This design comes from an exercise in tuning for small area on the open sky130 flow, not from production work. Where RTL was checked, it was by simulation tests only, not by an equivalence proof against the original. Only the layout flow was run in run 3; the RTL was not checked for function there. No activity file was given, so power comes from the tool's default toggle rates.

===== flow/flow/run.sh =====
#!/bin/bash
set -euo pipefail
export BUFFER_PORTS_ARGS="-buffer_cell sky130_fd_sc_hd__buf_1"
export CTS_ARGS="-sink_clustering_enable -repair_clock_nets -dont_use_dummy_load -sink_clustering_size 24 -sink_clustering_max_diameter 100"
bash standard.sh > flow_make.log 2>&1

===== flow/standard.sh =====
#!/bin/bash
# synth_recipe.tcl (not shown) runs the flow's synth.tcl, then flattens the netlist and writes it again
# the make line also repeats each setting of config.mk as NAME=value (left out here)
make -C /OpenROAD-flow-scripts/flow DESIGN_CONFIG=/design/flow/config.mk WORK_HOME=/design/flow/orfs CLKGATE_MAP_FILE= SYNTH_SCRIPT=/design/flow/synth_recipe.tcl "${@:-finish}"

===== flow/config.mk =====
export PLATFORM = sky130hd
export DESIGN_NAME = cam_if_top
export DESIGN_NICKNAME = cam_if_top
export VERILOG_FILES = /design/flow/design.v
export SDC_FILE = /design/flow/constraint.sdc
export NUM_CORES = 4
export LEC_CHECK = 0
export ABC_AREA = 1
export CAP_MARGIN = 20
export CORE_MARGIN = 2
export CORE_UTILIZATION = 60
export CTS_CLUSTER_DIAMETER = 100
export CTS_CLUSTER_SIZE = 24
export SLEW_MARGIN = 20

===== flow/constraint.sdc =====
create_clock -name core_clock -period 8.0 [get_ports {s_cam_clk_dft}]
set_input_delay 1.6000 -clock core_clock [delete_from_list [all_inputs] [get_ports {s_cam_clk_dft}]]
set_output_delay 1.6000 -clock core_clock [all_outputs]
set_load 0.01 [all_outputs]

===== flow/design.v =====
package cam_cfg_pkg;
    typedef enum logic [5-1:0] {
        REG_GLOB      = 0,
        REG_LL        = 1,
        REG_UR        = 2,
        REG_SIZE      = 3,
        REG_FILTER    = 4,
        REG_VSYNC_POL = 5,
        REG_STATUS    = 6    
    } cfg_addr_e;
    typedef logic [16-1:0]       cnt_t;
    typedef logic [8-1:0]     coeff_t;
    typedef logic [4-1:0]     shift_t;
    typedef logic [6-1:0] frdrop_t;
    typedef logic [31:0]                 cfg_word_t;
endpackage
package cam_pix_pkg;
    typedef enum logic [2:0] {
        RGB565 = 3'b000,
        RGB555 = 3'b001,
        RGB444 = 3'b010,
        BYP_LE = 3'b100,    
        BYP_BE = 3'b101
    } pix_format_e;
    typedef logic [8-1:0] pix_byte_t;
    typedef logic [7:0]             chan_t;
    typedef logic [16:0]            filt_t;    
    typedef logic [32-1:0] out_word_t;
endpackage
module cam_ge16 (
    input  logic [15:0] a,
    input  logic [15:0] b,
    output logic        ge
);
    logic [16:0] c;
    assign c[0] = 1'b1;
    for (genvar i = 0; i < 16; i++) begin : g_bit
        assign c[i+1] = (a[i] & ~b[i]) | (a[i] & c[i]) | (~b[i] & c[i]);
    end
    assign ge = c[16];
endmodule
module cam_filt_sum (
    input  logic [4:0]  s_r5,
    input  logic [4:0]  s_b5,
    input  logic [5:0]  s_g6,
    input  logic [7:0]  cr,
    input  logic [7:0]  cg,
    input  logic [7:0]  cb,
    output logic [14:0] s_sum
);
wire t_1 = s_r5[0] & cr[0];
wire t_2 = s_b5[0] & cb[0];
wire t_3 = s_r5[0] & cr[1];
wire t_4 = s_b5[0] & cb[1];
wire t_5 = s_r5[0] & cr[2];
wire t_6 = s_b5[0] & cb[2];
wire t_7 = s_r5[0] & cr[3];
wire t_8 = s_b5[0] & cb[3];
wire t_9 = s_r5[0] & cr[4];
wire t_10 = s_b5[0] & cb[4];
wire t_11 = s_r5[0] & cr[5];
wire t_12 = s_b5[0] & cb[5];
wire t_13 = s_r5[0] & cr[6];
wire t_14 = s_b5[0] & cb[6];
wire t_15 = s_r5[0] & cr[7];
wire t_16 = s_b5[0] & cb[7];
wire t_17 = s_r5[1] & cr[0];
wire t_18 = s_b5[1] & cb[0];
wire t_19 = s_r5[1] & cr[1];
wire t_20 = s_b5[1] & cb[1];
wire t_21 = s_r5[1] & cr[2];
wire t_22 = s_b5[1] & cb[2];
wire t_23 = s_r5[1] & cr[3];
wire t_24 = s_b5[1] & cb[3];
wire t_25 = s_r5[1] & cr[4];
wire t_26 = s_b5[1] & cb[4];
wire t_27 = s_r5[1] & cr[5];
wire t_28 = s_b5[1] & cb[5];
wire t_29 = s_r5[1] & cr[6];
wire t_30 = s_b5[1] & cb[6];
wire t_31 = s_r5[1] & cr[7];
wire t_32 = s_b5[1] & cb[7];
wire t_33 = s_r5[2] & cr[0];
wire t_34 = s_b5[2] & cb[0];
wire t_35 = s_r5[2] & cr[1];
wire t_36 = s_b5[2] & cb[1];
wire t_37 = s_r5[2] & cr[2];
wire t_38 = s_b5[2] & cb[2];
wire t_39 = s_r5[2] & cr[3];
wire t_40 = s_b5[2] & cb[3];
wire t_41 = s_r5[2] & cr[4];
wire t_42 = s_b5[2] & cb[4];
wire t_43 = s_r5[2] & cr[5];
wire t_44 = s_b5[2] & cb[5];
wire t_45 = s_r5[2] & cr[6];
wire t_46 = s_b5[2] & cb[6];
wire t_47 = s_r5[2] & cr[7];
wire t_48 = s_b5[2] & cb[7];
wire t_49 = s_r5[3] & cr[0];
wire t_50 = s_b5[3] & cb[0];
wire t_51 = s_r5[3] & cr[1];
wire t_52 = s_b5[3] & cb[1];
wire t_53 = s_r5[3] & cr[2];
wire t_54 = s_b5[3] & cb[2];
wire t_55 = s_r5[3] & cr[3];
wire t_56 = s_b5[3] & cb[3];
wire t_57 = s_r5[3] & cr[4];
wire t_58 = s_b5[3] & cb[4];
wire t_59 = s_r5[3] & cr[5];
wire t_60 = s_b5[3] & cb[5];
wire t_61 = s_r5[3] & cr[6];
wire t_62 = s_b5[3] & cb[6];
wire t_63 = s_r5[3] & cr[7];
wire t_64 = s_b5[3] & cb[7];
wire t_65 = s_r5[4] & cr[0];
wire t_66 = s_b5[4] & cb[0];
wire t_67 = s_r5[4] & cr[1];
wire t_68 = s_b5[4] & cb[1];
wire t_69 = s_r5[4] & cr[2];
wire t_70 = s_b5[4] & cb[2];
wire t_71 = s_r5[4] & cr[3];
wire t_72 = s_b5[4] & cb[3];
wire t_73 = s_r5[4] & cr[4];
wire t_74 = s_b5[4] & cb[4];
wire t_75 = s_r5[4] & cr[5];
wire t_76 = s_b5[4] & cb[5];
wire t_77 = s_r5[4] & cr[6];
wire t_78 = s_b5[4] & cb[6];
wire t_79 = s_r5[4] & cr[7];
wire t_80 = s_b5[4] & cb[7];
wire t_81 = s_g6[0] & cg[0];
wire t_82 = s_g6[0] & cg[1];
wire t_83 = s_g6[0] & cg[2];
wire t_84 = s_g6[0] & cg[3];
wire t_85 = s_g6[0] & cg[4];
wire t_86 = s_g6[0] & cg[5];
wire t_87 = s_g6[0] & cg[6];
wire t_88 = s_g6[0] & cg[7];
wire t_89 = s_g6[1] & cg[0];
wire t_90 = s_g6[1] & cg[1];
wire t_91 = s_g6[1] & cg[2];
wire t_92 = s_g6[1] & cg[3];
wire t_93 = s_g6[1] & cg[4];
wire t_94 = s_g6[1] & cg[5];
wire t_95 = s_g6[1] & cg[6];
wire t_96 = s_g6[1] & cg[7];
wire t_97 = s_g6[2] & cg[0];
wire t_98 = s_g6[2] & cg[1];
wire t_99 = s_g6[2] & cg[2];
wire t_100 = s_g6[2] & cg[3];
wire t_101 = s_g6[2] & cg[4];
wire t_102 = s_g6[2] & cg[5];
wire t_103 = s_g6[2] & cg[6];
wire t_104 = s_g6[2] & cg[7];
wire t_105 = s_g6[3] & cg[0];
wire t_106 = s_g6[3] & cg[1];
wire t_107 = s_g6[3] & cg[2];
wire t_108 = s_g6[3] & cg[3];
wire t_109 = s_g6[3] & cg[4];
wire t_110 = s_g6[3] & cg[5];
wire t_111 = s_g6[3] & cg[6];
wire t_112 = s_g6[3] & cg[7];
wire t_113 = s_g6[4] & cg[0];
wire t_114 = s_g6[4] & cg[1];
wire t_115 = s_g6[4] & cg[2];
wire t_116 = s_g6[4] & cg[3];
wire t_117 = s_g6[4] & cg[4];
wire t_118 = s_g6[4] & cg[5];
wire t_119 = s_g6[4] & cg[6];
wire t_120 = s_g6[4] & cg[7];
wire t_121 = s_g6[5] & cg[0];
wire t_122 = s_g6[5] & cg[1];
wire t_123 = s_g6[5] & cg[2];
wire t_124 = s_g6[5] & cg[3];
wire t_125 = s_g6[5] & cg[4];
wire t_126 = s_g6[5] & cg[5];
wire t_127 = s_g6[5] & cg[6];
wire t_128 = s_g6[5] & cg[7];
wire t_131 = t_9 ^ t_10;
wire t_129 = t_131 ^ t_23;
wire t_130 = (t_9 & t_10) | (t_131 & t_23);
wire t_132 = t_24 ^ t_37;
wire t_133 = t_24 & t_37;
wire t_136 = t_11 ^ t_12;
wire t_134 = t_136 ^ t_25;
wire t_135 = (t_11 & t_12) | (t_136 & t_25);
wire t_139 = t_26 ^ t_39;
wire t_137 = t_139 ^ t_40;
wire t_138 = (t_26 & t_39) | (t_139 & t_40);
wire t_140 = t_53 ^ t_54;
wire t_141 = t_53 & t_54;
wire t_144 = t_13 ^ t_14;
wire t_142 = t_144 ^ t_27;
wire t_143 = (t_13 & t_14) | (t_144 & t_27);
wire t_147 = t_28 ^ t_41;
wire t_145 = t_147 ^ t_42;
wire t_146 = (t_28 & t_41) | (t_147 & t_42);
wire t_150 = t_55 ^ t_56;
wire t_148 = t_150 ^ t_69;
wire t_149 = (t_55 & t_56) | (t_150 & t_69);
wire t_153 = t_15 ^ t_16;
wire t_151 = t_153 ^ t_29;
wire t_152 = (t_15 & t_16) | (t_153 & t_29);
wire t_156 = t_30 ^ t_43;
wire t_154 = t_156 ^ t_44;
wire t_155 = (t_30 & t_43) | (t_156 & t_44);
wire t_157 = t_57 ^ t_58;
wire t_158 = t_57 & t_58;
wire t_161 = t_31 ^ t_32;
wire t_159 = t_161 ^ t_45;
wire t_160 = (t_31 & t_32) | (t_161 & t_45);
wire t_162 = t_5 ^ t_6;
wire t_163 = t_5 & t_6;
wire t_166 = t_7 ^ t_8;
wire t_164 = t_166 ^ t_21;
wire t_165 = (t_7 & t_8) | (t_166 & t_21);
wire t_169 = t_22 ^ t_35;
wire t_167 = t_169 ^ t_36;
wire t_168 = (t_22 & t_35) | (t_169 & t_36);
wire t_170 = t_49 ^ t_50;
wire t_171 = t_49 & t_50;
wire t_174 = t_129 ^ t_132;
wire t_172 = t_174 ^ t_38;
wire t_173 = (t_129 & t_132) | (t_174 & t_38);
wire t_177 = t_51 ^ t_52;
wire t_175 = t_177 ^ t_65;
wire t_176 = (t_51 & t_52) | (t_177 & t_65);
wire t_180 = t_66 ^ t_86;
wire t_178 = t_180 ^ t_93;
wire t_179 = (t_66 & t_86) | (t_180 & t_93);
wire t_181 = t_100 ^ t_107;
wire t_182 = t_100 & t_107;
wire t_185 = t_130 ^ t_133;
wire t_183 = t_185 ^ t_134;
wire t_184 = (t_130 & t_133) | (t_185 & t_134);
wire t_188 = t_137 ^ t_140;
wire t_186 = t_188 ^ t_67;
wire t_187 = (t_137 & t_140) | (t_188 & t_67);
wire t_191 = t_68 ^ t_87;
wire t_189 = t_191 ^ t_94;
wire t_190 = (t_68 & t_87) | (t_191 & t_94);
wire t_194 = t_101 ^ t_108;
wire t_192 = t_194 ^ t_115;
wire t_193 = (t_101 & t_108) | (t_194 & t_115);
wire t_197 = t_135 ^ t_138;
wire t_195 = t_197 ^ t_141;
wire t_196 = (t_135 & t_138) | (t_197 & t_141);
wire t_200 = t_142 ^ t_145;
wire t_198 = t_200 ^ t_148;
wire t_199 = (t_142 & t_145) | (t_200 & t_148);
wire t_203 = t_70 ^ t_88;
wire t_201 = t_203 ^ t_95;
wire t_202 = (t_70 & t_88) | (t_203 & t_95);
wire t_206 = t_102 ^ t_109;
wire t_204 = t_206 ^ t_116;
wire t_205 = (t_102 & t_109) | (t_206 & t_116);
wire t_209 = t_143 ^ t_146;
wire t_207 = t_209 ^ t_149;
wire t_208 = (t_143 & t_146) | (t_209 & t_149);
wire t_212 = t_151 ^ t_154;
wire t_210 = t_212 ^ t_157;
wire t_211 = (t_151 & t_154) | (t_212 & t_157);
wire t_215 = t_71 ^ t_72;
wire t_213 = t_215 ^ t_96;
wire t_214 = (t_71 & t_72) | (t_215 & t_96);
wire t_218 = t_103 ^ t_110;
wire t_216 = t_218 ^ t_117;
wire t_217 = (t_103 & t_110) | (t_218 & t_117);
wire t_221 = t_152 ^ t_155;
wire t_219 = t_221 ^ t_158;
wire t_220 = (t_152 & t_155) | (t_221 & t_158);
wire t_224 = t_159 ^ t_46;
wire t_222 = t_224 ^ t_59;
wire t_223 = (t_159 & t_46) | (t_224 & t_59);
wire t_227 = t_60 ^ t_73;
wire t_225 = t_227 ^ t_74;
wire t_226 = (t_60 & t_73) | (t_227 & t_74);
wire t_230 = t_104 ^ t_111;
wire t_228 = t_230 ^ t_118;
wire t_229 = (t_104 & t_111) | (t_230 & t_118);
wire t_233 = t_160 ^ t_47;
wire t_231 = t_233 ^ t_48;
wire t_232 = (t_160 & t_47) | (t_233 & t_48);
wire t_236 = t_61 ^ t_62;
wire t_234 = t_236 ^ t_75;
wire t_235 = (t_61 & t_62) | (t_236 & t_75);
wire t_237 = t_76 ^ t_112;
wire t_238 = t_76 & t_112;
wire t_239 = t_3 ^ t_4;
wire t_240 = t_3 & t_4;
wire t_243 = t_162 ^ t_19;
wire t_241 = t_243 ^ t_20;
wire t_242 = (t_162 & t_19) | (t_243 & t_20);
wire t_246 = t_33 ^ t_34;
wire t_244 = t_246 ^ t_84;
wire t_245 = (t_33 & t_34) | (t_246 & t_84);
wire t_249 = t_163 ^ t_164;
wire t_247 = t_249 ^ t_167;
wire t_248 = (t_163 & t_164) | (t_249 & t_167);
wire t_252 = t_170 ^ t_85;
wire t_250 = t_252 ^ t_92;
wire t_251 = (t_170 & t_85) | (t_252 & t_92);
wire t_253 = t_99 ^ t_106;
wire t_254 = t_99 & t_106;
wire t_257 = t_165 ^ t_168;
wire t_255 = t_257 ^ t_171;
wire t_256 = (t_165 & t_168) | (t_257 & t_171);
wire t_260 = t_172 ^ t_175;
wire t_258 = t_260 ^ t_178;
wire t_259 = (t_172 & t_175) | (t_260 & t_178);
wire t_263 = t_181 ^ t_114;
wire t_261 = t_263 ^ t_121;
wire t_262 = (t_181 & t_114) | (t_263 & t_121);
wire t_266 = t_173 ^ t_176;
wire t_264 = t_266 ^ t_179;
wire t_265 = (t_173 & t_176) | (t_266 & t_179);
wire t_269 = t_182 ^ t_183;
wire t_267 = t_269 ^ t_186;
wire t_268 = (t_182 & t_183) | (t_269 & t_186);
wire t_272 = t_189 ^ t_192;
wire t_270 = t_272 ^ t_122;
wire t_271 = (t_189 & t_192) | (t_272 & t_122);
wire t_275 = t_184 ^ t_187;
wire t_273 = t_275 ^ t_190;
wire t_274 = (t_184 & t_187) | (t_275 & t_190);
wire t_278 = t_193 ^ t_195;
wire t_276 = t_278 ^ t_198;
wire t_277 = (t_193 & t_195) | (t_278 & t_198);
wire t_281 = t_201 ^ t_204;
wire t_279 = t_281 ^ t_123;
wire t_280 = (t_201 & t_204) | (t_281 & t_123);
wire t_284 = t_196 ^ t_199;
wire t_282 = t_284 ^ t_202;
wire t_283 = (t_196 & t_199) | (t_284 & t_202);
wire t_287 = t_205 ^ t_207;
wire t_285 = t_287 ^ t_210;
wire t_286 = (t_205 & t_207) | (t_287 & t_210);
wire t_290 = t_213 ^ t_216;
wire t_288 = t_290 ^ t_124;
wire t_289 = (t_213 & t_216) | (t_290 & t_124);
wire t_293 = t_208 ^ t_211;
wire t_291 = t_293 ^ t_214;
wire t_292 = (t_208 & t_211) | (t_293 & t_214);
wire t_296 = t_217 ^ t_219;
wire t_294 = t_296 ^ t_222;
wire t_295 = (t_217 & t_219) | (t_296 & t_222);
wire t_299 = t_225 ^ t_228;
wire t_297 = t_299 ^ t_125;
wire t_298 = (t_225 & t_228) | (t_299 & t_125);
wire t_302 = t_220 ^ t_223;
wire t_300 = t_302 ^ t_226;
wire t_301 = (t_220 & t_223) | (t_302 & t_226);
wire t_305 = t_229 ^ t_231;
wire t_303 = t_305 ^ t_234;
wire t_304 = (t_229 & t_231) | (t_305 & t_234);
wire t_308 = t_237 ^ t_119;
wire t_306 = t_308 ^ t_126;
wire t_307 = (t_237 & t_119) | (t_308 & t_126);
wire t_311 = t_232 ^ t_235;
wire t_309 = t_311 ^ t_238;
wire t_310 = (t_232 & t_235) | (t_311 & t_238);
wire t_314 = t_63 ^ t_64;
wire t_312 = t_314 ^ t_77;
wire t_313 = (t_63 & t_64) | (t_314 & t_77);
wire t_317 = t_78 ^ t_120;
wire t_315 = t_317 ^ t_127;
wire t_316 = (t_78 & t_120) | (t_317 & t_127);
wire t_320 = t_239 ^ t_17;
wire t_318 = t_320 ^ t_18;
wire t_319 = (t_239 & t_17) | (t_320 & t_18);
wire t_323 = t_240 ^ t_241;
wire t_321 = t_323 ^ t_244;
wire t_322 = (t_240 & t_241) | (t_323 & t_244);
wire t_324 = t_91 ^ t_98;
wire t_325 = t_91 & t_98;
wire t_328 = t_242 ^ t_245;
wire t_326 = t_328 ^ t_247;
wire t_327 = (t_242 & t_245) | (t_328 & t_247);
wire t_331 = t_250 ^ t_253;
wire t_329 = t_331 ^ t_113;
wire t_330 = (t_250 & t_253) | (t_331 & t_113);
wire t_334 = t_248 ^ t_251;
wire t_332 = t_334 ^ t_254;
wire t_333 = (t_248 & t_251) | (t_334 & t_254);
wire t_337 = t_255 ^ t_258;
wire t_335 = t_337 ^ t_261;
wire t_336 = (t_255 & t_258) | (t_337 & t_261);
wire t_340 = t_256 ^ t_259;
wire t_338 = t_340 ^ t_262;
wire t_339 = (t_256 & t_259) | (t_340 & t_262);
wire t_343 = t_264 ^ t_267;
wire t_341 = t_343 ^ t_270;
wire t_342 = (t_264 & t_267) | (t_343 & t_270);
wire t_346 = t_265 ^ t_268;
wire t_344 = t_346 ^ t_271;
wire t_345 = (t_265 & t_268) | (t_346 & t_271);
wire t_349 = t_273 ^ t_276;
wire t_347 = t_349 ^ t_279;
wire t_348 = (t_273 & t_276) | (t_349 & t_279);
wire t_352 = t_274 ^ t_277;
wire t_350 = t_352 ^ t_280;
wire t_351 = (t_274 & t_277) | (t_352 & t_280);
wire t_355 = t_282 ^ t_285;
wire t_353 = t_355 ^ t_288;
wire t_354 = (t_282 & t_285) | (t_355 & t_288);
wire t_358 = t_283 ^ t_286;
wire t_356 = t_358 ^ t_289;
wire t_357 = (t_283 & t_286) | (t_358 & t_289);
wire t_361 = t_291 ^ t_294;
wire t_359 = t_361 ^ t_297;
wire t_360 = (t_291 & t_294) | (t_361 & t_297);
wire t_364 = t_292 ^ t_295;
wire t_362 = t_364 ^ t_298;
wire t_363 = (t_292 & t_295) | (t_364 & t_298);
wire t_367 = t_300 ^ t_303;
wire t_365 = t_367 ^ t_306;
wire t_366 = (t_300 & t_303) | (t_367 & t_306);
wire t_370 = t_301 ^ t_304;
wire t_368 = t_370 ^ t_307;
wire t_369 = (t_301 & t_304) | (t_370 & t_307);
wire t_373 = t_309 ^ t_312;
wire t_371 = t_373 ^ t_315;
wire t_372 = (t_309 & t_312) | (t_373 & t_315);
wire t_376 = t_310 ^ t_313;
wire t_374 = t_376 ^ t_316;
wire t_375 = (t_310 & t_313) | (t_376 & t_316);
wire t_379 = t_79 ^ t_80;
wire t_377 = t_379 ^ t_128;
wire t_378 = (t_79 & t_80) | (t_379 & t_128);
wire t_380 = t_1 ^ t_2;
wire t_381 = t_1 & t_2;
wire t_384 = t_318 ^ t_83;
wire t_382 = t_384 ^ t_90;
wire t_383 = (t_318 & t_83) | (t_384 & t_90);
wire t_387 = t_319 ^ t_321;
wire t_385 = t_387 ^ t_324;
wire t_386 = (t_319 & t_321) | (t_387 & t_324);
wire t_390 = t_322 ^ t_325;
wire t_388 = t_390 ^ t_326;
wire t_389 = (t_322 & t_325) | (t_390 & t_326);
wire t_393 = t_327 ^ t_330;
wire t_391 = t_393 ^ t_332;
wire t_392 = (t_327 & t_330) | (t_393 & t_332);
wire t_396 = t_333 ^ t_336;
wire t_394 = t_396 ^ t_338;
wire t_395 = (t_333 & t_336) | (t_396 & t_338);
wire t_399 = t_339 ^ t_342;
wire t_397 = t_399 ^ t_344;
wire t_398 = (t_339 & t_342) | (t_399 & t_344);
wire t_402 = t_345 ^ t_348;
wire t_400 = t_402 ^ t_350;
wire t_401 = (t_345 & t_348) | (t_402 & t_350);
wire t_405 = t_351 ^ t_354;
wire t_403 = t_405 ^ t_356;
wire t_404 = (t_351 & t_354) | (t_405 & t_356);
wire t_408 = t_357 ^ t_360;
wire t_406 = t_408 ^ t_362;
wire t_407 = (t_357 & t_360) | (t_408 & t_362);
wire t_411 = t_363 ^ t_366;
wire t_409 = t_411 ^ t_368;
wire t_410 = (t_363 & t_366) | (t_411 & t_368);
wire t_414 = t_369 ^ t_372;
wire t_412 = t_414 ^ t_374;
wire t_413 = (t_369 & t_372) | (t_414 & t_374);
wire t_415 = t_380 ^ t_82;
wire t_416 = t_380 & t_82;
wire t_419 = t_381 ^ t_382;
wire t_417 = t_419 ^ t_97;
wire t_418 = (t_381 & t_382) | (t_419 & t_97);
wire t_422 = t_383 ^ t_385;
wire t_420 = t_422 ^ t_105;
wire t_421 = (t_383 & t_385) | (t_422 & t_105);
wire t_425 = t_386 ^ t_388;
wire t_423 = t_425 ^ t_329;
wire t_424 = (t_386 & t_388) | (t_425 & t_329);
wire t_428 = t_389 ^ t_391;
wire t_426 = t_428 ^ t_335;
wire t_427 = (t_389 & t_391) | (t_428 & t_335);
wire t_431 = t_392 ^ t_394;
wire t_429 = t_431 ^ t_341;
wire t_430 = (t_392 & t_394) | (t_431 & t_341);
wire t_434 = t_395 ^ t_397;
wire t_432 = t_434 ^ t_347;
wire t_433 = (t_395 & t_397) | (t_434 & t_347);
wire t_437 = t_398 ^ t_400;
wire t_435 = t_437 ^ t_353;
wire t_436 = (t_398 & t_400) | (t_437 & t_353);
wire t_440 = t_401 ^ t_403;
wire t_438 = t_440 ^ t_359;
wire t_439 = (t_401 & t_403) | (t_440 & t_359);
wire t_443 = t_404 ^ t_406;
wire t_441 = t_443 ^ t_365;
wire t_442 = (t_404 & t_406) | (t_443 & t_365);
wire t_446 = t_407 ^ t_409;
wire t_444 = t_446 ^ t_371;
wire t_445 = (t_407 & t_409) | (t_446 & t_371);
wire t_449 = t_410 ^ t_412;
wire t_447 = t_449 ^ t_377;
wire t_448 = (t_410 & t_412) | (t_449 & t_377);
wire t_452 = t_413 ^ t_375;
wire t_450 = t_452 ^ t_378;
wire t_451 = (t_413 & t_375) | (t_452 & t_378);
wire [14:0] row_a = {t_451, t_448, t_445, t_442, t_439, t_436, t_433, t_430, t_427, t_424, t_421, t_418, t_416, t_415, t_81};
wire [14:0] row_b = {1'b0, t_450, t_447, t_444, t_441, t_438, t_435, t_432, t_429, t_426, t_423, t_420, t_417, t_89, 1'b0};
assign s_sum = (row_a + row_b);
endmodule
module cam_if_top (
    input  logic                   s_cam_clk_dft,
    input  logic                   rstn_i,
    input  logic                   cfg_valid_i,
    input  logic                   cfg_rwn_i,
    input  cam_cfg_pkg::cfg_addr_e cfg_addr_i,
    input  cam_cfg_pkg::cfg_word_t cfg_data_i,
    output cam_cfg_pkg::cfg_word_t cfg_data_o,
    output logic                   cfg_ready_o,
    input  cam_pix_pkg::pix_byte_t cam_data_i,
    input  logic                   cam_hsync_i,
    input  logic                   cam_vsync_i,
    output cam_pix_pkg::out_word_t data_o,
    output logic                   data_valid_o,
    input  logic                   data_ready_i,
    output logic                   frame_evt_o
);
    logic [31:0] r_glob;
    logic [31:0] r_ll;
    logic [31:0] r_ur;
    logic [31:0] r_size;
    logic [31:0] r_filter;
    logic        r_vsync_pol;
    logic [2:0]  r_rsel;      
    logic [15:0] r_dcl;       
    logic        s_wr;
    assign s_wr = cfg_valid_i & ~cfg_rwn_i;
    always_ff @(posedge s_cam_clk_dft or negedge rstn_i) begin
        if (!rstn_i) begin
            r_glob      <= '0;
            r_ll        <= '0;
            r_ur        <= '0;
            r_size      <= '0;
            r_filter    <= '0;
            r_vsync_pol <= 1'b0;
        end else if (s_wr) begin
            case (cfg_addr_i)
                5'd0: r_glob      <= cfg_data_i;
                5'd1: r_ll        <= cfg_data_i;
                5'd2: r_ur        <= cfg_data_i;
                5'd3: r_size      <= cfg_data_i;
                5'd4: r_filter    <= cfg_data_i;
                5'd5: r_vsync_pol <= cfg_data_i[0];
                default: ;
            endcase
        end
    end
    always_ff @(posedge s_cam_clk_dft or negedge rstn_i) begin
        if (!rstn_i) begin
            cfg_ready_o <= 1'b0;
            r_rsel      <= 3'd0;
        end else begin
            cfg_ready_o <= cfg_valid_i;
            if (cfg_valid_i && cfg_rwn_i && cfg_addr_i[4:3] == 2'b00 && cfg_addr_i[2:0] != 3'd7)
                r_rsel <= (cfg_addr_i[2:0] == 3'd0) ? 3'd7 : cfg_addr_i[2:0];
            else
                r_rsel <= 3'd0;
        end
    end
    always_comb begin
        case (r_rsel)
            3'd7:    cfg_data_o = r_glob;
            3'd1:    cfg_data_o = r_ll;
            3'd2:    cfg_data_o = r_ur;
            3'd3:    cfg_data_o = r_size;
            3'd4:    cfg_data_o = r_filter;
            3'd5:    cfg_data_o = {31'b0, r_vsync_pol};
            3'd6:    cfg_data_o = {16'b0, r_dcl};
            default: cfg_data_o = '0;
        endcase
    end
    logic        capture_en;
    logic        r_vsync;
    logic        r_cap_d;     
    logic        r_enable;
    logic [5:0]  r_framecnt;
    logic        r_lsb_ph;    
    logic [7:0]  r_data_msb;
    logic [15:0] r_col;
    logic [15:0] r_row;
    logic        s_vsync, s_sof, s_eof, s_second, s_in_window, s_pair_valid, s_flush;
    assign capture_en = r_glob[31];
    assign s_flush    = ~r_cap_d;
    assign s_vsync    = r_vsync_pol ? ~cam_vsync_i : cam_vsync_i;
    assign s_sof      = s_vsync & ~r_vsync;
    assign s_eof      = ~s_vsync & r_vsync;
    assign s_second   = cam_hsync_i & r_enable & r_lsb_ph;
    always_ff @(posedge s_cam_clk_dft or negedge rstn_i) begin
        if (!rstn_i) begin
            r_vsync     <= 1'b0;
            frame_evt_o <= 1'b0;
            r_cap_d     <= 1'b0;
            r_enable    <= 1'b0;
            r_framecnt  <= '0;
            r_lsb_ph    <= 1'b0;
        end else begin
            r_vsync     <= s_vsync;
            frame_evt_o <= s_eof;
            r_cap_d     <= capture_en;
            if (s_sof)
                r_enable <= capture_en;
            else if (!capture_en)
                r_enable <= 1'b0;
            if (!capture_en)
                r_framecnt <= '0;
            else if (s_sof && r_enable) begin
                if (!r_glob[0] || r_framecnt == r_glob[6:1])
                    r_framecnt <= '0;
                else
                    r_framecnt <= r_framecnt + 1'b1;
            end
            r_lsb_ph <= r_enable & cam_hsync_i & ~r_lsb_ph;
        end
    end
    always_ff @(posedge s_cam_clk_dft) begin
        if (cam_hsync_i && r_enable && !r_lsb_ph)
            r_data_msb <= cam_data_i;
    end
    always_ff @(posedge s_cam_clk_dft or negedge rstn_i) begin
        if (!rstn_i) begin
            r_col <= '0;
            r_row <= '0;
        end else if (s_sof || !capture_en) begin
            r_col <= '0;
            r_row <= '0;
        end else if (s_second && r_glob[7]) begin
            if (r_col == r_size[31:16]) begin
                r_col <= '0;
                r_row <= r_row + 1'b1;
            end else begin
                r_col <= r_col + 1'b1;
            end
        end
    end
    logic s_row_ge, s_row_le, s_col_ge, s_col_le;
    cam_ge16 i_row_ge (.a(r_row),       .b(r_ll[31:16]), .ge(s_row_ge));
    cam_ge16 i_row_le (.a(r_ur[31:16]), .b(r_row),       .ge(s_row_le));
    cam_ge16 i_col_ge (.a(r_col),       .b(r_ll[15:0]),  .ge(s_col_ge));
    cam_ge16 i_col_le (.a(r_ur[15:0]),  .b(r_col),       .ge(s_col_le));
    assign s_in_window = !r_glob[7] || (s_row_ge && s_row_le && s_col_ge && s_col_le);
    assign s_pair_valid = s_second && (r_framecnt == '0) && s_in_window;
    logic [14:0] r_px;
    logic        r_rgbv, r_bypv, r_filtv, r_wv;
    logic [7:0]  s_m, s_l;
    logic [2:0]  s_f;         
    logic [4:0]  s_r5, s_b5;
    logic [5:0]  s_g6;
    logic [14:0] s_sum;
    logic [16:0] s_full_sum;
    logic [15:0] s_filt_word, s_byp_word, s_wdata;
    logic [3:0]  s_shift;
    assign s_m = r_data_msb;
    assign s_l = r_px[7:0];
    assign s_f = r_px[10:8];
    always_comb begin
        s_r5 = '0;
        s_g6 = '0;
        s_b5 = '0;
        if (s_f[0]) begin
            s_r5 = s_m[7:3];
            s_g6 = {s_m[2:0], s_l[7:5]};
            s_b5 = s_l[4:0];
        end
        if (s_f[1]) begin
            s_r5 = s_m[6:2];
            s_g6 = {s_m[1:0], s_l[7:5], 1'b0};
            s_b5 = s_l[4:0];
        end
        if (s_f[2]) begin
            s_r5 = {s_m[3:0], 1'b0};
            s_g6 = {s_l[7:4], 2'b00};
            s_b5 = {s_l[3:0], 1'b0};
        end
    end
    cam_filt_sum i_filt_sum (
        .s_r5  ( s_r5            ),
        .s_b5  ( s_b5            ),
        .s_g6  ( s_g6            ),
        .cr    ( r_filter[23:16] ),
        .cg    ( r_filter[15:8]  ),
        .cb    ( r_filter[7:0]   ),
        .s_sum ( s_sum           )
    );
    always_ff @(posedge s_cam_clk_dft) begin
        if (s_pair_valid)
            r_px <= {4'b0, r_glob[9:8] == 2'd2, r_glob[9:8] == 2'd1, r_glob[9:8] == 2'd0, cam_data_i};
        else
            r_px <= s_sum;
    end
    always_ff @(posedge s_cam_clk_dft or negedge rstn_i) begin
        if (!rstn_i) begin
            r_rgbv  <= 1'b0;
            r_bypv  <= 1'b0;
            r_filtv <= 1'b0;
            r_wv    <= 1'b0;
        end else begin
            r_rgbv  <= s_pair_valid & ~r_glob[10];
            r_bypv  <= s_pair_valid & r_glob[10];
            r_filtv <= r_rgbv;
            r_wv    <= r_filtv | r_bypv;
        end
    end
    assign s_shift     = r_glob[14:11];
    assign s_full_sum  = {r_px, 2'b00};
    assign s_filt_word = (s_shift > 4'd9) ? s_full_sum[15:0] : 16'(s_full_sum >> s_shift);
    assign s_byp_word  = s_f[1] ? {s_l, s_m} : {s_m, s_l};
    assign s_wdata     = r_filtv ? s_filt_word : s_byp_word;
    logic [15:0] mem [4];
    logic [1:0]  r_wr_ptr, r_rd_ptr;
    logic [2:0]  r_count;
    logic        s_full, s_push, s_pop;
    logic [1:0]  s_wr_ptr_n;
    logic [2:0]  s_count_n;
    logic        r_inc_d, r_clr_d;
    assign s_full       = r_count[2];
    assign s_push       = r_wv & ~s_full;
    assign data_valid_o = (r_count != 3'd0);
    assign s_pop        = data_valid_o & data_ready_i;
    assign data_o       = {16'b0, mem[r_rd_ptr]};
    assign s_wr_ptr_n = s_flush ? 2'd0 : r_wr_ptr + {1'b0, s_push};
    assign s_count_n  = s_flush ? 3'd0 : r_count + {2'b0, s_push} - {2'b0, s_pop};
    always_ff @(posedge s_cam_clk_dft or negedge rstn_i) begin
        if (!rstn_i) begin
            r_wr_ptr <= '0;
            r_rd_ptr <= '0;
            r_count  <= '0;
        end else begin
            r_wr_ptr <= s_wr_ptr_n;
            r_count  <= s_count_n;
            if (s_flush)
                r_rd_ptr <= '0;
            else if (s_pop)
                r_rd_ptr <= r_rd_ptr + 1'b1;
        end
    end
    always_ff @(posedge s_cam_clk_dft) begin
        if ((r_filtv | r_bypv) && !s_count_n[2])
            mem[s_wr_ptr_n] <= s_wdata;
    end
    always_ff @(posedge s_cam_clk_dft or negedge rstn_i) begin
        if (!rstn_i) begin
            r_inc_d <= 1'b0;
            r_clr_d <= 1'b0;
            r_dcl   <= '0;
        end else begin
            r_inc_d <= r_wv & s_full;
            r_clr_d <= s_flush;
            if (r_clr_d)
                r_dcl <= '0;
            else if (r_inc_d && r_dcl != 16'hffff)
                r_dcl <= r_dcl + 1'b1;
        end
    end
endmodule

==> impl_metrics.toml, run 1 <==
[logic_synthesis]
synthArstFlopShare = 0.731
syn_avg_cell_area_um2 = 8.25
synth_area_mm2 = 0.0198
synth_flop_cell = "dfrtp_1"
synth_top_cell_area_share = 0.299
ys_seq_elements = 324
ys_top_cells_by_area = "dfrtp_1, edfxtp_1, fa_1"
synth_edf_count = 72
yosys_warnings = 1
ys_seq_area_frac = 0.424
synthTopCellsByCount = "nand2_1, inv_1, o21ai_0"
yosys.area_share.simple = 0.178
syn-instance-count = 2403
synth_cell_types = 53
synth.most_common_cell = "nand2_1"
synth_top_area_cell = "dfrtp_1"
yosys.area_share.xor_xnor = 0.0159
synth-compound-area-share = 0.157
synth_top_family_by_area = "simple AND/OR/NAND/NOR gates"
yosys.area_share.adder = 0.124
muxShareOfSynthArea = 0.00354

[hold_path]
hold_end = "r_filtv$_DFF_PN0_"
hp-class = "reg -> reg"
holdPathStages = 0
min_from = "r_rgbv$_DFF_PN0_"

[clocking]
clock_sinks = 324
hold_buffers = 0
ctsHtreeMaxLevel = 1
cts.clk_slew.worst_paths_ns = 0.09
post-cts-setup-buffers = 0
clockBufferDepth = 3
cts_root_buf = "clkbuf_16"
cts_buffers = 18
cts_resized = 0
cts_tree = "yes"
clk-insertion-delay-late_ns = 0.54

[critical_path]
critPathCaptureType = "flip-flop"
cp.arrival_ns = 7.35
worstReg2RegStart = "r_px[9]$_DFF_P_"
r2r-end = "r_px[12]$_SDFF_PP0_"
worst_path_max_delay_cell = "dfxtp_1"
critPathLaunch = "r_px[9]$_DFF_P_"
criticalPathCategory = "reg -> reg"
cp_common_cell = "fa_1"
path_buf_inv = 6
critPathTopFamily = "adder cells"
slowest_delay_ns = 0.76
cp-start-kind = "flip-flop"
path_max_fanout = 22
cp.required_ns = 8.35
crit_chain = "inv_1 -> a21oi_1 -> buf_4 -> inv_1 -> o21ai_0 -> inv_1 -> nor2_1 -> fa_1 -> fa_1 -> inv_1 -> fa_1 -> fa_1 -> fa_1 -> fa_1 -> inv_1 -> ha_1 -> a21oi_1 -> a21boi_0 -> o21ai_1 -> a21oi_1 -> o21ai_1 -> xor2_1 -> a21boi_0"
worst_r2r_path_depth = 23
r2r_slack_ns = 1.0

[die]
die-area_mm2 = 0.0345
initial_core_util = 0.609
fp.dieW_um = 186
fp.coreArea_mm2 = 0.0325
rows = 66
die_y_um = 186
floorplan.io_pins = 119

[timing]
setup_slack_ns = 0.999
max_slew_margin = 0.269
tightest_slew_ns = 1.09
hold_viol_final = 0
finalSetupViolCount = 0
finalCritPeriodShare = 0.875
rsz0062_at_grt = "no"
fin_skew_ns = 0.0478
post-route-min-period_ns = 7.00
fmax_mhz = 143
maxSlewViolCount = 0
fin_tns_setup_ns = 0

[placed_design]
placed_area_mm2 = 0.0206
dp_hpwl_um = 43500
port-buffer-count = 102
gp_congestion = 0.956
dp_slack_ns = 1.13
dpl.cell_count = 2888

[grt]
grt_antenna_before_repair = 0
grt_pass1_wl_um = 91700
grt_max_degree = 83
grt_pass1_vias = 16658
grt_usage = 0.349
overflow = 0

[flow_run]
cap_violations = 0

[layout]
fill_cells = 2858
nets = 2653
layout.cells.non_filler = 2907
area_delta_synth_final_pct = 6.25
final_cell_area_mm2 = 0.0211
final_layout_size_suffix_gt1_frac = 0.0317

[detailed_routing]
final_antenna_net_count = 0
drt_iter0_drc = 1641
wl_per_cell_um = 20.1
drc = 0
vias_per_cell = 5.87
drt_wl_total_um = 58500
dr_total_vias = 17065
dr.pass1.iters = 6

[power_and_ir_drop]
powerDensity_mw_per_mm2 = 190
total_power_mw = 4.00
p_leak_nw = 9.02
ir_worst_vdd_mv = 0.164

[run_status]
status = "timing/DRC/antenna clean"
[power breakdown]
part           switching (mW)  internal (mW)  leakage, nW
sequential              0.165           1.84         3.94
clock                   0.532          0.404        0.222
combinational           0.717          0.337         4.85
[through the flow]
stage                util  hold WS [ns]
global placement    0.633         0.333
floorplan               -         0.331
detailed placement  0.633         0.352
CTS                 0.647         0.376
global route        0.647         0.374
finish              0.647         0.370
[worst max-delay path by stage]
stage / endpoint / cells after the start / slack, ns
5_1_grt: r_px[13]$_SDFF_PP0_ / 28 / 0.32
3_3_place_gp: r_px[13]$_SDFF_PP0_ / 28 / 1.29
6_report: r_px[12]$_SDFF_PP0_ / 23 / 1.0
3_5_place_dp: r_px[12]$_SDFF_PP0_ / 23 / 1.13
4_1_cts: r_px[12]$_SDFF_PP0_ / 23 / 1.11
2_1_floorplan: r_px[13]$_SDFF_PP0_ / 25 / 2.11
[placed cells by master (no fill, tap or decap), types with 29 or more instances in the layout]
cell type	count
a21oi_1	51
a221oi_1	31
buf_1	101
dfrtp_1	237
edfxtp_1	72
fa_1	102
ha_1	33
inv_1	388
nand2_1	483
nand3_1	50
nor2_1	236
nor3_1	42
o21ai_0	288
o22ai_1	58
xor2_1	29
[routing by layer]
| metal | wire, um | part of all wire | vias to the layer above | global-route usage |
|---|---|---|---|---|
| met2 | 27900 | 0.48 | 711 | 0.583 |
| met1 | 23800 | 0.41 | 8307 | 0.462 |
| met3 | 4240 | 0.072 | 148 | 0.0534 |
| li1 | - | - | 7899 | - |
| met5 | 0 | 0 | - | 0 |
| met4 | 2610 | 0.045 | 0 | 0.133 |
[registers in the layout, summed over array words and instances, names as in the netlist, 32 cells and up]
signal / cells
r_size: 32
mem: 64
r_ur: 32
r_filter: 32
r_glob: 32
r_ll: 32
[cell type report]
type | count | area [um2] | area share
Sequential cell | 324 | 8390 | 0.399
Timing Repair Buffer | 124 | 556 | 0.0264
Antenna cell | 1 | 2.50 | 0.000119
Inverter | 401 | 1510 | 0.0715
Clock buffer | 18 | 450 | 0.0214
Tap cell | 442 | 553 | 0.0263
Multi-Input combinational cell | 1597 | 9590 | 0.456
[cell families (layout without fill, tap and decap cells)]
group	count (synthesis)	count (layout)
flops	324	324
other cells	1	17
xor+xnor	36	36
buf+inv	497	543
mux	7	7
simple gates	868	868
compound gates	535	535
fa+ha+maj	135	135
==> inputs of run 2 (changes only) <==
--- a/flow/config.mk
+++ b/flow/config.mk
@@ -9,5 +9,5 @@
 export CAP_MARGIN = 20
 export CORE_MARGIN = 2
-export CORE_UTILIZATION = 60
+export CORE_UTILIZATION = 75
 export CTS_CLUSTER_DIAMETER = 100
 export CTS_CLUSTER_SIZE = 24
==> run 2 against run 1 <==
Final area shrank 0.71%. Clock skew grew 0.0049 ns. Sequential cell count is the same. Sequential power is essentially flat.
==> impl_metrics.toml, run 2 <==
[power_and_ir_drop]
p_leak_nw = 9.01
powerDensity_mw_per_mm2 = 191
ir_worst_vdd_mv = 0.209
total_power_mw = 4.00

[clocking]
hold_buffers = 0
cts_resized = 0
clock_sinks = 324
cts_tree = "yes"
ctsHtreeMaxLevel = 1
cts_root_buf = "clkbuf_16"
cts_buffers = 17
cts.clk_slew.worst_paths_ns = 0.09
clockBufferDepth = 3
clk-insertion-delay-late_ns = 0.53
post-cts-setup-buffers = 0

[detailed_routing]
vias_per_cell = 6.44
dr_total_vias = 18030
wl_per_cell_um = 21.2
drc = 0
drt_iter0_drc = 2543
final_antenna_net_count = 0
drt_wl_total_um = 59300
dr.pass1.iters = 6

[layout]
fill_cells = 1688
top_register = "mem"
mostFrequentLayoutCell = "nand2_1"
nets = 2654
final_layout_size_suffix_gt1_frac = 0.0320
area_delta_synth_final_pct = 5.49
mostFrequentLayoutCells = "nand2_1, inv_1, o21ai_0"
largest_reg_flops = 64
diodes = 0

[logic_synthesis]
yosys.area_share.xor_xnor = 0.0159
ys_top_cells_by_area = "dfrtp_1, edfxtp_1, fa_1"
ys_seq_elements = 324
synth-compound-area-share = 0.157
synth_top_cell_area_share = 0.299
synth.most_common_cell = "nand2_1"
yosys.area_share.simple = 0.178
muxShareOfSynthArea = 0.00354
synth_cell_types = 53
ys_seq_area_frac = 0.424
synth_flop_cell = "dfrtp_1"
synth_top_area_cell = "dfrtp_1"
synth_top_family_by_area = "simple AND/OR/NAND/NOR gates"
synth_edf_count = 72
syn_avg_cell_area_um2 = 8.25
yosys_warnings = 1
synthArstFlopShare = 0.731
synth_area_mm2 = 0.0198
syn-instance-count = 2403
synthTopCellsByCount = "nand2_1, inv_1, o21ai_0"
yosys.area_share.adder = 0.124

[grt]
gr-usage-met3 = 0.0760
grt_util_met2 = 0.709
grt_use_met1 = 0.561
grt_pass1_vias = 18093
grt_max_degree = 72
grt_pass1_wl_um = 94700
grt_usage = 0.434
grt_antenna_before_repair = 0
overflow = 0
busiest_layer = "met2"

[critical_path]
cp-start-kind = "flip-flop"
worst_path_max_delay_cell = "dfxtp_1"
crit_chain = "inv_1 -> a21oi_1 -> inv_1 -> o21ai_0 -> inv_1 -> nor2_1 -> fa_1 -> fa_1 -> inv_1 -> fa_1 -> fa_1 -> fa_1 -> fa_1 -> inv_1 -> ha_1 -> a21oi_1 -> a21boi_0 -> o21ai_1 -> a21oi_1 -> o21ai_1 -> xor2_1 -> a21boi_0"
cp_common_cell = "fa_1"
critPathCaptureType = "flip-flop"
cp.required_ns = 8.34
path_max_fanout = 22
slowest_delay_ns = 0.77
criticalPathCategory = "reg -> reg"
cp.arrival_ns = 7.80

[die]
floorplan.io_pins = 119
die_y_um = 167
die-area_mm2 = 0.0277
rows = 59
fp.dieW_um = 167
fp.coreArea_mm2 = 0.0260
initial_core_util = 0.763

[timing]
max_slew_margin = 0.262
maxSlewViolCount = 0
tightest_slew_ns = 1.11
fmax_mhz = 134
finalHoldWorstSlack_ns = 0.373
hold_viol_final = 0
fin_skew_ns = 0.0527
fin_tns_setup_ns = 0
rsz0062_at_grt = "no"
finalSetupViolCount = 0
post-route-min-period_ns = 7.46
finalCritPeriodShare = 0.933

[placed_design]
dp_hpwl_um = 44000
port-buffer-count = 102
gp_congestion = 1.01

[run_status]
status = "timing/DRC/antenna clean"

[flow_run]
cap_violations = 0

[hold_path]
hp-class = "reg -> reg"
[run 2: path summary, 6_finish.rpt]
| check | slack [ns] | from | cells after the start | end |
|---|---|---|---|---|
| setup / recovery | 0.54 | r_px[9]$_DFF_P_ | 22 | r_px[12]$_SDFF_PP0_ |
| hold / removal | 0.37 | r_rgbv$_DFF_PN0_ | 0 | r_filtv$_DFF_PN0_ |
| setup reg to reg | 0.54 | r_px[9]$_DFF_P_ | 22 | r_px[12]$_SDFF_PP0_ |
| hold reg to reg | 0.37 | r_rgbv$_DFF_PN0_ | 0 | r_filtv$_DFF_PN0_ |
| max in group asynchronous | 5.29 | rstn_i | 2 | r_size[25]$_DFFE_PN0P_ |
| min in group asynchronous | 1.24 | rstn_i | 1 | r_dcl[2]$_DFFE_PN0P_ |
[run 2: through the flow]
step            util  instances  area (um2)  worst slack (ns)
4_1_cts        0.804       2800       20900             0.717
3_3_place_gp   0.788       2783       20500              1.01
3_5_place_dp   0.788       2783       20500             0.730
5_1_grt        0.804       2800       20900             0.114
6_report       0.804       2800       20900             0.538
2_1_floorplan      -       2418       19900              2.11
[run 2: kinds of logic after synthesis]
logic type / count (synthesis)
other cells: 1
buf+inv: 497
flops: 324
xor+xnor: 36
simple gates: 868
fa+ha+maj: 135
mux: 7
compound gates: 535
[run 2: routing by layer]
metal / vias to the layer above / wire, um / share of wire
met5: - / 0 / 0
met4: 0 / 3870 / 0.065
met3: 286 / 6270 / 0.11
met2: 1269 / 27800 / 0.47
met1: 8567 / 21400 / 0.36
li1: 7908 / - / -
[run 2: critical path, delay by kind of cell, from the launching register on]
kind | cells | cell delay [ns]
XOR/XNOR | 1 | 0.14
buffers and inverters | 5 | 0.85
adder cells (fa/ha/maj) | 7 | 3.27
AND/OR/NAND/NOR | 1 | 0.16
AO/OA/AOI/OAI | 8 | 2.12
flip-flops | 1 | 0.77
[run 2: layout make-up]
| cell class | count | area [um2] | area share |
|---|---|---|---|
| Clock buffer | 17 | 425 | 0.0204 |
| Inverter | 401 | 1510 | 0.0720 |
| Multi-Input combinational cell | 1597 | 9590 | 0.459 |
| Sequential cell | 324 | 8390 | 0.402 |
| Tap cell | 335 | 419 | 0.0201 |
| Timing Repair Buffer | 126 | 567 | 0.0271 |
[run 2: report_power, final]
group / switching (mW) / total [mW] / internal, mW
registers: 0.169 / 2.01 / 1.84
logic: 0.751 / 1.09 / 0.342
clock network: 0.514 / 0.896 / 0.383
==> inputs of run 3 (changes only) <==
--- a/flow/design.v
+++ b/flow/design.v
@@ -649,5 +649,5 @@
     logic        r_rgbv, r_bypv, r_filtv, r_wv;
     logic [7:0]  s_m, s_l;
-    logic [2:0]  s_f;         
+    logic [1:0]  s_f;
     logic [4:0]  s_r5, s_b5;
     logic [5:0]  s_g6;
@@ -658,24 +658,27 @@
     assign s_m = r_data_msb;
     assign s_l = r_px[7:0];
-    assign s_f = r_px[10:8];
+    assign s_f = r_px[9:8];
     always_comb begin
         s_r5 = '0;
         s_g6 = '0;
         s_b5 = '0;
-        if (s_f[0]) begin
-            s_r5 = s_m[7:3];
-            s_g6 = {s_m[2:0], s_l[7:5]};
-            s_b5 = s_l[4:0];
-        end
-        if (s_f[1]) begin
-            s_r5 = s_m[6:2];
-            s_g6 = {s_m[1:0], s_l[7:5], 1'b0};
-            s_b5 = s_l[4:0];
-        end
-        if (s_f[2]) begin
-            s_r5 = {s_m[3:0], 1'b0};
-            s_g6 = {s_l[7:4], 2'b00};
-            s_b5 = {s_l[3:0], 1'b0};
-        end
+        case (s_f)
+            2'd0: begin
+                s_r5 = s_m[7:3];
+                s_g6 = {s_m[2:0], s_l[7:5]};
+                s_b5 = s_l[4:0];
+            end
+            2'd1: begin
+                s_r5 = s_m[6:2];
+                s_g6 = {s_m[1:0], s_l[7:5], 1'b0};
+                s_b5 = s_l[4:0];
+            end
+            2'd2: begin
+                s_r5 = {s_m[3:0], 1'b0};
+                s_g6 = {s_l[7:4], 2'b00};
+                s_b5 = {s_l[3:0], 1'b0};
+            end
+            default: ;
+        endcase
     end
     cam_filt_sum i_filt_sum (
@@ -690,5 +693,5 @@
     always_ff @(posedge s_cam_clk_dft) begin
         if (s_pair_valid)
-            r_px <= {4'b0, r_glob[9:8] == 2'd2, r_glob[9:8] == 2'd1, r_glob[9:8] == 2'd0, cam_data_i};
+            r_px <= {5'b0, r_glob[9:8], cam_data_i};
         else
             r_px <= s_sum;
@@ -710,5 +713,5 @@
     assign s_full_sum  = {r_px, 2'b00};
     assign s_filt_word = (s_shift > 4'd9) ? s_full_sum[15:0] : 16'(s_full_sum >> s_shift);
-    assign s_byp_word  = s_f[1] ? {s_l, s_m} : {s_m, s_l};
+    assign s_byp_word  = (s_f == 2'd1) ? {s_l, s_m} : {s_m, s_l};
     assign s_wdata     = r_filtv ? s_filt_word : s_byp_word;
     logic [15:0] mem [4];
==> flow/run.sh (new file) <==
#!/bin/bash
# synth_recipe.tcl (not shown) runs the flow's synth.tcl, then flattens the netlist and writes it again
# the make line also repeats each setting of config.mk as NAME=value (left out here)
make -C /OpenROAD-flow-scripts/flow DESIGN_CONFIG=/design/flow/config.mk WORK_HOME=/design/flow/orfs CLKGATE_MAP_FILE= SYNTH_SCRIPT=/design/flow/synth_recipe.tcl finish
--- a/flow/config.mk
+++ b/flow/config.mk
@@ -9,5 +9,5 @@
 export CAP_MARGIN = 20
 export CORE_MARGIN = 2
-export CORE_UTILIZATION = 75
+export CORE_UTILIZATION = 60
 export CTS_CLUSTER_DIAMETER = 100
 export CTS_CLUSTER_SIZE = 24
removed: flow/flow/run.sh
removed: flow/standard.sh
==> run 3 against run 2 <==
Still clean. Synthesized cell count is 2.0% higher. Sequential cell count stayed put. Maximum frequency is 7.1% higher. Hold slack better by 0.013 ns. First-iteration DRC count is 36% lower. Clock-buffer cell count is 7 higher. Total power is 26% higher. Wire length is 1.5% lower. Area after synthesis is 0.96% higher. Worst setup slack better by 0.50 ns. Clock power is 13% higher. Critical endpoint is now r_px[13]$_SDFF_PP0_. Largest cell class unchanged. Largest power group unchanged. Highest routed layer unchanged.
==> impl_metrics.toml, run 3 <==
[run_status]
status = "timing/DRC/antenna clean"

[critical_path]
critPathTopFamily = "adder cells"
worst_path_max_delay_cell = "o221ai_1"
cp-start-kind = "flip-flop"
path_buf_inv = 6
cp.required_ns = 8.44
cp.arrival_ns = 7.41
cp_common_cell = "fa_1"
critPathCaptureType = "flip-flop"
path_max_fanout = 9
criticalPathCategory = "reg -> reg"
slowest_delay_ns = 0.80

[detailed_routing]
vias_per_cell = 5.81
drt_iter0_drc = 1622
dr.pass1.iters = 8
drc = 0
wl_per_cell_um = 19.7
final_antenna_net_count = 0
dr_total_vias = 17234
drt_wl_total_um = 58400

[die]
die-area_mm2 = 0.0348
fp.dieW_um = 187
die_y_um = 187
rows = 66
floorplan.io_pins = 119
fp.coreArea_mm2 = 0.0327
initial_core_util = 0.612

[timing]
post-route-min-period_ns = 6.97
fin_skew_ns = 0.0425
finalCritPeriodShare = 0.871
fin_tns_setup_ns = 0
hold_viol_final = 0
finalSetupViolCount = 0
rsz0062_at_grt = "no"
tightest_slew_ns = 0.984
maxSlewViolCount = 0
max_slew_margin = 0.344
fmax_mhz = 144

[logic_synthesis]
syn_avg_cell_area_um2 = 8.16
synthTopCellsByCount = "nand2_1, inv_1, o21ai_0"
ys_seq_elements = 324
ys_top_cells_by_area = "dfrtp_1, edfxtp_1, fa_1"
yosys_warnings = 1
synth.most_common_cell = "nand2_1"
synth_flop_cell = "dfrtp_1"
ys_seq_area_frac = 0.420
synth_edf_count = 72
synthArstFlopShare = 0.731
synth_top_cell_area_share = 0.296
synth_cell_types = 57
syn-instance-count = 2452
synth_area_mm2 = 0.0200
synth_top_area_cell = "dfrtp_1"

[clocking]
clk-insertion-delay-late_ns = 0.55
clockBufferDepth = 3
hold_buffers = 0
cts.clk_slew.worst_paths_ns = 0.10
ctsHtreeMaxLevel = 1
cts_buffers = 18
cts_tree = "yes"
post-cts-setup-buffers = 0
cts_resized = 0
cts_root_buf = "clkbuf_16"
clock_sinks = 324

[power_and_ir_drop]
pwr-share-seq = 0.410
swShare = 0.409
net-switching-power_mw = 2.06
power.clock.fraction = 0.200
pwr-share-comb = 0.391
p_int_mw = 2.99
ir_worst_vdd_mv = 0.228
p_leak_nw = 9.67
powerDensity_mw_per_mm2 = 230

[layout]
mostFrequentLayoutCells = "nand2_1, inv_1, o21ai_0"
largest_reg_flops = 64
final_layout_size_suffix_gt1_frac = 0.0436
nets = 2704
diodes = 0
mostFrequentLayoutCell = "nand2_1"
area_delta_synth_final_pct = 9.83
final_cell_area_mm2 = 0.0220
top_register = "mem"

[grt]
grt_max_degree = 102
grt_antenna_before_repair = 0
grt_pass1_wl_um = 92400
grt_usage = 0.339
grt_pass1_vias = 16671
overflow = 0

[flow_run]
cap_violations = 0

[placed_design]
gp_congestion = 0.960
port-buffer-count = 102
placed_area_mm2 = 0.0214
dp_hpwl_um = 44600

[hold_path]
hp-class = "reg -> reg"
[run 3: cell count changes in the layout (fill, tap and decap cells not counted), sizes merged, moves of 8 or more]
cell / change
nor3: -9
clkdlybuf4s50: +101
xor2: -10
a22oi: -8
nor2: -65
nand2: +73
a21oi: +9
inv: +55
buf: -102
[run 3: metrics by stage]
stage / hold slack, ns / cells / worst slack, ns / total power [mW] / util
CTS: 0.395 / 2967 / 1.12 / 5.04 / 0.672
detailed placement: 0.336 / 2939 / 1.18 / 4.04 / 0.655
global placement: 0.335 / 2938 / 1.33 / 3.99 / 0.655
finish: 0.386 / 2967 / 1.03 / 5.05 / 0.672
floorplan: 0.331 / 2467 / 1.85 / 3.39 / -
global route: 0.397 / 2967 / 0.441 / 5.40 / 0.672
[run 3: layout make-up]
class	count	area, um2
Multi-Input combinational cell	1592	9580
Tap cell	442	553
Inverter	457	1720
Fill cell	2828	10700
Clock buffer	24	483
Sequential cell	324	8390
Clock inverter	4	56.3
Timing Repair Buffer	124	1190
[run 3: power groups by stage]
stage | logic [mW] | registers [mW] | clock network, mW
2_1_floorplan | 1.38 | 2.01 | 0
3_3_place_gp | 1.89 | 2.09 | 0
3_5_place_dp | 1.95 | 2.09 | 0
4_1_cts | 1.95 | 2.06 | 1.02
5_1_grt | 2.23 | 2.08 | 1.08
6_report | 1.97 | 2.07 | 1.01
[run 3: worst paths after layout]
check / endpoint / startpoint / cells after the start / slack (ns)
worst max-delay path: r_px[13]$_SDFF_PP0_ / r_px[9]$_DFF_P_ / 26 / 1.03
worst min-delay path: r_filtv$_DFF_PN0_ / r_rgbv$_DFF_PN0_ / 0 / 0.39
worst max register to register: r_px[13]$_SDFF_PP0_ / r_px[9]$_DFF_P_ / 26 / 1.03
worst min register to register: r_filtv$_DFF_PN0_ / r_rgbv$_DFF_PN0_ / 0 / 0.39
max in group asynchronous: r_ur[12]$_DFFE_PN0P_ / rstn_i / 2 / 5.47
min in group asynchronous: r_glob[27]$_DFFE_PN0P_ / rstn_i / 1 / 1.05
[run 3: cells by family (layout without fill, tap and decap cells)]
group           count (synthesis)  after routing  synth area share
compound gates                548            548             0.158
xor+xnor                       29             29            0.0131
fa+ha+maj                     135            135             0.123
buf+inv                       551            609             0.107
flops                         324            324             0.420
mux                             3              3           0.00150
other cells                     1             16          0.000187
simple gates                  861            861             0.177
[run 3: metal layers]
| layer | GRT usage | vias to the layer above | routed length, um |
|---|---|---|---|
| met5 | 0 | - | 0 |
| met4 | 0.138 | 0 | 2620 |
| met3 | 0.0472 | 127 | 4780 |
| met2 | 0.534 | 766 | 26600 |
| met1 | 0.478 | 8322 | 24400 |
| li1 | - | 8019 | - |

static timing again, ports no longer ideal:
Ports are ideal in the flow. The routed layouts listed here were re-timed in OpenROAD.
Step 1 assumes that a clkbuf_16 drives the clock port and a buf_2 every other input.
Step 2 moves the port delays by t, midway between the first and last clock arrival at a register: inputs arrive t later, outputs are due t later. That takes back most of the time a late clock gives input paths.
Slacks: ideal ports / drivers / drivers and shift; pairs: ideal ports / drivers.
run | t (ns) | setup WS [ns] | clock arrival spread, ns | worst slew at a driven data input, ns
run 1 | 0.559 | 0.999 / 0.999 / 0.999 | 0.070 / 0.071 | 0.04
run 2 | 0.558 | 0.538 / 0.538 / 0.538 | 0.052 / 0.053 | 0.04
run 3 | 0.587 | 1.033 / 1.033 / 1.033 | 0.043 / 0.042 | 0.07
After both steps every run listed still meets setup and hold.
